This design comes from an exercise in tuning for small area, a short achievable clock period and few clock cycles per item on the open sky130 flow, not from production work. In this exercise RTL edits were held to simulation tests only and were not proved equivalent to the original. The flow treats the clock pin as an ideal source, which a real chip does not have.

==> run a: inputs <==
// binconv_array_top
module binconv_array_top (
  input  logic          clk_i,
  input  logic          rst_ni,
  input  logic          filter_mode_i,
  input  logic [2:0]    qw_i,
  input  logic [255:0]  act_data_i,
  input  logic          act_valid_i,
  output logic          act_ready_o,
  input  logic [35:0]   weight_data_i,
  input  logic          weight_valid_i,
  output logic          weight_ready_o,
  output logic [63:0]   pres_data_o,
  output logic          pres_valid_o,
  input  logic          pres_ready_i
);
  logic       mode_q;
  logic [2:0] qw_q;
  always_ff @(posedge clk_i) begin
    mode_q <= filter_mode_i;
    qw_q   <= qw_i;
  end
  logic [255:0] tile_q;
  logic [35:0]  plane_q;
  logic [35:0]  wtap;
  logic         compute, clear, out_load, tile_load, plane_load;
  logic [1:0]   align;
  assign align = 2'(3'd4 - qw_q);
  logic [63:0]  res;
  binconv_sequencer u_sequencer (
    .clk_i          ( clk_i          ),
    .rst_ni         ( rst_ni         ),
    .qw_i           ( qw_q           ),
    .act_valid_i    ( act_valid_i    ),
    .act_ready_o    ( act_ready_o    ),
    .weight_valid_i ( weight_valid_i ),
    .weight_ready_o ( weight_ready_o ),
    .pres_valid_o   ( pres_valid_o   ),
    .pres_ready_i   ( pres_ready_i   ),
    .tile_load_o    ( tile_load      ),
    .plane_load_o   ( plane_load     ),
    .compute_o      ( compute        ),
    .clear_o        ( clear          ),
    .out_load_o     ( out_load       )
  );
  binconv_hold_reg #( .W ( 256 ) ) u_tile_reg (
    .clk_i  ( clk_i       ),
    .en_i   ( tile_load   ),
    .data_i ( act_data_i  ),
    .data_o ( tile_q      )
  );
  binconv_hold_reg #( .W ( 36 ) ) u_plane_reg (
    .clk_i  ( clk_i          ),
    .en_i   ( plane_load     ),
    .data_i ( weight_data_i  ),
    .data_o ( plane_q        )
  );
  binconv_window_map u_window_map (
    .wplane_i      ( plane_q ),
    .filter_mode_i ( mode_q  ),
    .en_i          ( compute ),
    .wtap_o        ( wtap    )
  );
  for (genvar p = 0; p < 4; p++) begin : g_pe
    localparam int PY = p / 2;
    localparam int PX = p % 2;
    logic [143:0] win;
    for (genvar r = 0; r < 9; r++) begin : g_row
  ...
==> module binconv_sequencer, before the edit <==
module binconv_sequencer (
  input  logic        clk_i,
  input  logic        rst_ni,
  input  logic [2:0]  qw_i,
  input  logic        act_valid_i,
  output logic        act_ready_o,
  input  logic        weight_valid_i,
  output logic        weight_ready_o,
  output logic        pres_valid_o,
  input  logic        pres_ready_i,
  output logic        tile_load_o,
  output logic        plane_load_o,
  output logic        compute_o,
  output logic        clear_o,
  output logic        out_load_o
);
  logic       tv_q;     
  logic       wv_q;     
  logic       af_q;     
  logic       ov_q;     
  logic [1:0] cnt_q;    
  logic       ar_q;     
  logic       wr_q;
  logic compute, last, islast;
  logic tv_d, wv_d, af_d, ov_d;
  logic [1:0] cnt_d;
  logic compute_d, last_d;
  assign islast  = (cnt_q == 2'(qw_i - 3'd1));
  assign compute = wv_q & tv_q & ~af_q;
  assign last    = compute & islast;
  assign tile_load_o  = ~tv_q | last;
  assign plane_load_o = ~wv_q | compute;
  assign act_ready_o    = ar_q;
  assign weight_ready_o = wr_q;
  assign pres_valid_o   = ov_q;
  assign compute_o  = compute;
  assign clear_o    = compute & (cnt_q == 2'd0);
  assign out_load_o = ~ov_q | pres_ready_i;
  assign tv_d  = (act_valid_i & ar_q) | (tv_q & ~last);
  assign wv_d  = (weight_valid_i & wr_q) | (wv_q & ~compute);
  assign af_d  = (last | af_q) & ov_q & ~pres_ready_i;
  assign ov_d  = last | af_q | (ov_q & ~pres_ready_i);
  assign cnt_d = compute ? (islast ? 2'd0 : cnt_q + 2'd1) : cnt_q;
  assign compute_d = wv_d & tv_d & ~af_d;
  assign last_d    = compute_d & (cnt_d == 2'(qw_i - 3'd1));
  always_ff @(posedge clk_i or negedge rst_ni) begin
    if (!rst_ni) begin
      tv_q  <= 1'b0;
      wv_q  <= 1'b0;
      af_q  <= 1'b0;
      ov_q  <= 1'b0;
      cnt_q <= 2'd0;
    end else begin
      tv_q  <= tv_d;
      wv_q  <= wv_d;
      af_q  <= af_d;
      ov_q  <= ov_d;
      cnt_q <= cnt_d;
    end
  end
  always_ff @(posedge clk_i) begin
    ar_q <= ~tv_d | last_d;
    wr_q <= ~wv_d | compute_d;
  end
endmodule
==> module binconv_array_top, before the edit <==
module binconv_array_top (
  input  logic          clk_i,
  input  logic          rst_ni,
  input  logic          filter_mode_i,
  input  logic [2:0]    qw_i,
  input  logic [255:0]  act_data_i,
  input  logic          act_valid_i,
  output logic          act_ready_o,
  input  logic [35:0]   weight_data_i,
  input  logic          weight_valid_i,
  output logic          weight_ready_o,
  output logic [63:0]   pres_data_o,
  output logic          pres_valid_o,
  input  logic          pres_ready_i
);
  logic       mode_q;
  logic [2:0] qw_q;
  always_ff @(posedge clk_i) begin
    mode_q <= filter_mode_i;
    qw_q   <= qw_i;
  end
  logic [255:0] tile_q;
  logic [35:0]  plane_q;
  logic [35:0]  wtap;
  logic         compute, clear, out_load, tile_load, plane_load;
  logic [1:0]   align;
  assign align = 2'(3'd4 - qw_q);
  logic [63:0]  res;
  binconv_sequencer u_sequencer (
    .clk_i          ( clk_i          ),
    .rst_ni         ( rst_ni         ),
    .qw_i           ( qw_q           ),
    .act_valid_i    ( act_valid_i    ),
    .act_ready_o    ( act_ready_o    ),
    .weight_valid_i ( weight_valid_i ),
    .weight_ready_o ( weight_ready_o ),
    .pres_valid_o   ( pres_valid_o   ),
    .pres_ready_i   ( pres_ready_i   ),
    .tile_load_o    ( tile_load      ),
    .plane_load_o   ( plane_load     ),
    .compute_o      ( compute        ),
    .clear_o        ( clear          ),
    .out_load_o     ( out_load       )
  );
  binconv_hold_reg #( .W ( 256 ) ) u_tile_reg (
    .clk_i  ( clk_i       ),
    .en_i   ( tile_load   ),
    .data_i ( act_data_i  ),
    .data_o ( tile_q      )
  );
  binconv_hold_reg #( .W ( 36 ) ) u_plane_reg (
    .clk_i  ( clk_i          ),
    .en_i   ( plane_load     ),
    .data_i ( weight_data_i  ),
    .data_o ( plane_q        )
  );
  binconv_window_map u_window_map (
    .wplane_i      ( plane_q ),
    .filter_mode_i ( mode_q  ),
    .en_i          ( compute ),
    .wtap_o        ( wtap    )
  );
  for (genvar p = 0; p < 4; p++) begin : g_pe
    localparam int PY = p / 2;
    localparam int PX = p % 2;
    logic [143:0] win;
    for (genvar r = 0; r < 9; r++) begin : g_row
      assign win[r*16 +: 16] = tile_q[((PY + r/3) * 4 + (PX + r%3)) * 16 +: 16];
    end
    binconv_pe u_pe (
      .clk_i     ( clk_i            ),
      .act_i     ( win              ),
      .wtap_i    ( wtap             ),
      .shift_i   ( compute          ),
      .clear_i   ( clear            ),
      .align_i   ( align            ),
      .res_o     ( res[p*16 +: 16]  )
    );
  end
  logic [51:0] res13, out_q;
  for (genvar p = 0; p < 4; p++) begin : g_res
    assign res13[p*13 +: 13]       = res[p*16 +: 13];
    assign pres_data_o[p*16 +: 16] = {3'b000, out_q[p*13 +: 13]};
  end
  binconv_hold_reg #( .W ( 52 ) ) u_out_reg (
    .clk_i  ( clk_i    ),
    .en_i   ( out_load ),
    .data_i ( res13    ),
    .data_o ( out_q    )
  );
endmodule
==> flow/config.mk <==
export PLATFORM = sky130hd
export DESIGN_NAME = binconv_array_top
export DESIGN_NICKNAME = binconv_array_top
export VERILOG_FILES = /design/flow/design.v
export SDC_FILE = /design/flow/constraint.sdc
export NUM_CORES = 4
export LEC_CHECK = 0
export CAP_MARGIN = 20
export CORE_MARGIN = 2
export CORE_UTILIZATION = 65
export PLACE_DENSITY = 0.75
export SLEW_MARGIN = 20
export SYNTH_HIERARCHICAL = 1
==> flow/constraint.sdc <==
create_clock -name core_clock -period 50.0 [get_ports {clk_i}]
set_input_delay 10.0000 -clock core_clock [delete_from_list [all_inputs] [get_ports {clk_i}]]
set_output_delay 10.0000 -clock core_clock [all_outputs]
set_load 0.01 [all_outputs]
standard.sh (not shown) runs the stock make flow with config.mk's settings and CLKGATE_MAP_FILE= SYNTH_SCRIPT=/design/flow/synth_recipe.tcl, a recipe that flattens the netlist after the stock synthesis.
==> flow/flow/run.sh <==
#!/bin/bash
# Own layout flow: the standard synthesis unchanged, then the standard ORFS
# layout with
#  - small port buffers (buffer_ports -buffer_cell buf_2),
#  - a setup margin, so that repair_timing works on the paths that set the
#    achieved period (the port paths),
#  - smaller, shallower clock-tree clusters,
set -euo pipefail
here=$(pwd)
bash standard.sh synth > synth.log 2>&1
bash standard.sh \
  'BUFFER_PORTS_ARGS=-buffer_cell sky130_fd_sc_hd__buf_2' \
  SETUP_SLACK_MARGIN=38.8 \
  'CTS_ARGS=-sink_clustering_enable -repair_clock_nets -sink_clustering_size 24 -sink_clustering_max_diameter 100 -balance_levels -buf_list {sky130_fd_sc_hd__clkbuf_8 sky130_fd_sc_hd__clkbuf_16}' \
  "POST_CTS_TCL=$here/flow/post_cts.tcl" \
  finish > layout.log 2>&1
==> flow/flow/post_cts.tcl <==
set block [ord::get_db_block]
set clknet [$block findNet clk_i]
set iterms [$clknet getITerms]
if {[llength $iterms] == 1} {
  set root [[lindex $iterms 0] getInst]
  set master [[$root getMaster] getName]
  if {[string match "sky130_fd_sc_hd__clkbuf*" $master]} {
    set outnet ""
    foreach it [$root getITerms] {
      if {[$it isOutputSignal]} { set outnet [$it getNet] }
    }
    set loads {}
    foreach it [$outnet getITerms] {
      if {[$it getInst] != $root} { lappend loads $it }
    }
    set ok [expr {[llength $loads] <= 4 && [llength [$outnet getBTerms]] == 0}]
    foreach it $loads {
      if {![string match "sky130_fd_sc_hd__clkbuf*" [[[$it getInst] getMaster] getName]]} { set ok 0 }
    }
    if {$ok} {
      foreach it $loads { $it disconnect; $it connect $clknet }
      foreach it [$root getITerms] { $it disconnect }
      odb::dbInst_destroy $root
      odb::dbNet_destroy $outnet
      puts "post_cts: bypassed root clock buffer $master, port now drives [llength $loads] buffers"
    } else {
      puts "post_cts: root clock buffer kept ([llength $loads] loads)"
    }
  }
} else {
  puts "post_cts: clock port drives [llength $iterms] cells, left as is"
}
==> run b: changes against run a <==
--- a/flow/design.v
+++ b/flow/design.v
@@ -85,2 +85,4 @@
       cnt_q <= 2'd0;
+      ar_q  <= 1'b1;
+      wr_q  <= 1'b1;
     end else begin
@@ -91,8 +93,6 @@
       cnt_q <= cnt_d;
+      ar_q  <= ~tv_d | last_d;
+      wr_q  <= ~wv_d | compute_d;
     end
   end
-  always_ff @(posedge clk_i) begin
-    ar_q <= ~tv_d | last_d;
-    wr_q <= ~wv_d | compute_d;
-  end
 endmodule
==> flow/run.sh (new file) <==
#!/bin/bash
# synth_recipe.tcl (not shown) runs the flow's synth.tcl, then flattens the netlist and writes it again
# the make line also repeats each setting of config.mk as NAME=value (left out here)
make -C /OpenROAD-flow-scripts/flow DESIGN_CONFIG=/design/flow/config.mk WORK_HOME=/design/flow/orfs CLKGATE_MAP_FILE= SYNTH_SCRIPT=/design/flow/synth_recipe.tcl finish
- CORE_UTILIZATION: 65 -> 40
- PLACE_DENSITY: 0.75 -> 0.6
removed: flow/flow/run.sh
removed: flow/flow/post_cts.tcl
removed: flow/standard.sh
==> run c: changes against run a <==
--- a/flow/design.v
+++ b/flow/design.v
@@ -85,2 +85,4 @@
       cnt_q <= 2'd0;
+      ar_q  <= 1'b1;
+      wr_q  <= 1'b1;
     end else begin
@@ -91,8 +93,6 @@
       cnt_q <= cnt_d;
+      ar_q  <= ~tv_d | last_d;
+      wr_q  <= ~wv_d | compute_d;
     end
   end
-  always_ff @(posedge clk_i) begin
-    ar_q <= ~tv_d | last_d;
-    wr_q <= ~wv_d | compute_d;
-  end
 endmodule
==> flow/flow/run.sh (replaced) <==
#!/bin/bash
# Own layout flow: the standard synthesis unchanged, then the standard ORFS
# layout with small port buffers (buffer_ports -buffer_cell) and a setup
# margin so that repair_timing works on the paths that set the period.
set -euo pipefail
bash standard.sh synth > synth.log 2>&1
bash standard.sh \
  'BUFFER_PORTS_ARGS=-buffer_cell sky130_fd_sc_hd__buf_2' \
  SETUP_SLACK_MARGIN=38.8 \
  finish > layout.log 2>&1
- CORE_UTILIZATION: 65 -> 40
- PLACE_DENSITY: 0.75 -> 0.6
removed: flow/flow/post_cts.tcl
==> run d: changes against run a <==
--- a/flow/design.v
+++ b/flow/design.v
@@ -46,4 +46,3 @@
   output logic        compute_o,
-  output logic        clear_o,
-  output logic        out_load_o
+  output logic        clear_o
 );
@@ -59,3 +58,2 @@
   logic [1:0] cnt_d;
-  logic compute_d, last_d;
   assign islast  = (cnt_q == 2'(qw_i - 3'd1));
@@ -70,3 +68,2 @@
   assign clear_o    = compute & (cnt_q == 2'd0);
-  assign out_load_o = ~ov_q | pres_ready_i;
   assign tv_d  = (act_valid_i & ar_q) | (tv_q & ~last);
@@ -76,4 +73,13 @@
   assign cnt_d = compute ? (islast ? 2'd0 : cnt_q + 2'd1) : cnt_q;
-  assign compute_d = wv_d & tv_d & ~af_d;
-  assign last_d    = compute_d & (cnt_d == 2'(qw_i - 3'd1));
+  logic       islast_d;
+  logic [1:0] ready_pr0, ready_pr1;    
+  assign islast_d = (cnt_d == 2'(qw_i - 3'd1));
+  always_comb begin
+    logic af_n0, comp_n0, comp_n1;
+    af_n0   = (last | af_q) & ov_q;
+    comp_n0 = wv_d & tv_d & ~af_n0;
+    comp_n1 = wv_d & tv_d;
+    ready_pr0 = {~tv_d | (comp_n0 & islast_d), ~wv_d | comp_n0};
+    ready_pr1 = {~tv_d | (comp_n1 & islast_d), ~wv_d | comp_n1};
+  end
   always_ff @(posedge clk_i or negedge rst_ni) begin
@@ -94,4 +100,3 @@
   always_ff @(posedge clk_i) begin
-    ar_q <= ~tv_d | last_d;
-    wr_q <= ~wv_d | compute_d;
+    {ar_q, wr_q} <= pres_ready_i ? ready_pr1 : ready_pr0;
   end
@@ -481,4 +486,3 @@
     .compute_o      ( compute        ),
-    .clear_o        ( clear          ),
-    .out_load_o     ( out_load       )
+    .clear_o        ( clear          )
   );
@@ -519,2 +523,3 @@
   end
+  assign out_load = ~pres_valid_o | pres_ready_i;
   logic [51:0] res13, out_q;
--- a/flow/flow/run.sh
+++ b/flow/flow/run.sh
@@ -3,3 +3,5 @@
 # layout with
-#  - small port buffers (buffer_ports -buffer_cell buf_2),
+#  - small port buffers: buf_1 on the inputs (the standard buffer_ports call,
+#    inputs only) and buf_2 on the outputs (flow/post_gpl.tcl, right after
+#    global placement),
 #  - a setup margin, so that repair_timing works on the paths that set the
@@ -11,4 +13,5 @@
 bash standard.sh \
-  'BUFFER_PORTS_ARGS=-buffer_cell sky130_fd_sc_hd__buf_2' \
-  SETUP_SLACK_MARGIN=38.8 \
+  'BUFFER_PORTS_ARGS=-inputs -buffer_cell sky130_fd_sc_hd__buf_1' \
+  "POST_GLOBAL_PLACE_TCL=$here/flow/post_gpl.tcl" \
+  SETUP_SLACK_MARGIN=39.0 \
   'CTS_ARGS=-sink_clustering_enable -repair_clock_nets -sink_clustering_size 24 -sink_clustering_max_diameter 100 -balance_levels -buf_list {sky130_fd_sc_hd__clkbuf_8 sky130_fd_sc_hd__clkbuf_16}' \
==> flow/flow/post_gpl.tcl (new file) <==
# Output ports get their own buffers here; the standard step buffered only
# the inputs (BUFFER_PORTS_ARGS=-inputs ...).
buffer_ports -outputs -buffer_cell sky130_fd_sc_hd__buf_2
- CORE_UTILIZATION: 65 -> 70
- PLACE_DENSITY: 0.75 -> 0.8
==> results.txt <==
Register-to-register slack: run d < run b < run a < run c.
Sequential cell count is the same in run c and run d.
Against run a, the non-clock buffer count of run b is higher by 7.
Of run d and run a, run d has the higher sequential share of layout area (gap 0.59 points).
Critical path depth is the same in run b and run a.
Between run a and run d, the lower core utilization is in run a (gap 4.7 points).
Fmax: run a > run d > run c > run b.
Via count: run d > run a > run b > run c.
Global-route usage: run d > run a > run b > run c.
==> figures <==
metric	run b	run c	run d	run a
Core box area	70100 um2	70100 um2	39800 um2	43100 um2
Start point of the critical path	u_sequencer.ar_q	u_sequencer.wr_q	u_out_reg.data_o[35]	u_out_reg.data_o[35]
Share of cell area taken by flip-flops and latches	33.7%	35.5%	37.6%	37.0%
Post-route cell area	34500 um2	32800 um2	30900 um2	31400 um2
Count of placed standard cells in the final layout, fillers left out	3355	3356	2879	2945
Post-Syn Instances	1978	1978	1972	1978
Routed length on met3	7.42 mm	7.71 mm	13.0 mm	12.0 mm
First-pass GRT wire length	144 mm	142 mm	129 mm	126 mm
Utilization after layout	49.2%	46.8%	77.6%	72.8%
# Post-CTS Setup Buffers	0	1	-	-
Count of nets after finishing	3272	3273	3234	3238
CTS Buf Count	46	45	-	-
Placer Congestion	0.927	0.934	-	1.01
Library cell used as clock root buffer	sky130_fd_sc_hd__clkbuf_16	sky130_fd_sc_hd__clkbuf_16	-	-
Total Routing Usage GR	28.1%	27.6%	44.6%	40.2%
Highest fanout seen on the critical path	2	2	1	1
N_diodes	0	1	0	2
Clock latency reported for the late side of the worst-skew pair	0.60 ns	0.58 ns	0.44 ns	0.42 ns
Result of the run	complete, no violations	complete, no violations	complete, no violations	complete, no violations
Testbench counts of run a, summed over its fixed seeds: cycles 4,285, items 1,592.
Testbench counts of run b, summed over its fixed seeds: cycles 4,285, items 1,592.
Testbench counts of run c, summed over its fixed seeds: cycles 4,285, items 1,592.
Testbench counts of run d, summed over its fixed seeds: cycles 4,285, items 1,592.

re-timing with driven ports:
No port has a modelled driver above. Below, the same layouts with a new extraction and two added sets of constraints.
Step 1: set_driving_cell puts a clkbuf_16 on clk_i and a buf_2 on each other input, an assumption about the parent block.
Step 2 also shifts input and output timing later by t, the mid clock arrival at the registers, as if the neighbouring blocks saw the same clock.
Three values: ideal ports, drivers, drivers and shift; two values: the first two.
| run | t (ns) | setup WS [ns] | worst setup path after step 2 | clock arrival spread, ns | worst register clock-pin slew, ns |
|---|---|---|---|---|---|
| run a | 0.498 | 38.986 / 38.899 / 38.582 | input to register | 0.021 / 0.021 | 0.10 / 0.10 |
| run b | 0.647 | 38.336 / 38.275 / 38.159 | input to register | 0.034 / 0.033 | 0.07 / 0.07 |
| run c | 0.636 | 38.778 / 38.718 / 38.523 | input to register | 0.017 / 0.016 | 0.07 / 0.07 |
| run d | 0.503 | 38.974 / 38.892 / 38.756 | input to register | 0.027 / 0.028 | 0.10 / 0.10 |
After both steps setup and hold are still met in every run listed. The setup slack of run a, which loses most, moves by -0.087 ns with the drivers and by -0.404 ns with both steps.
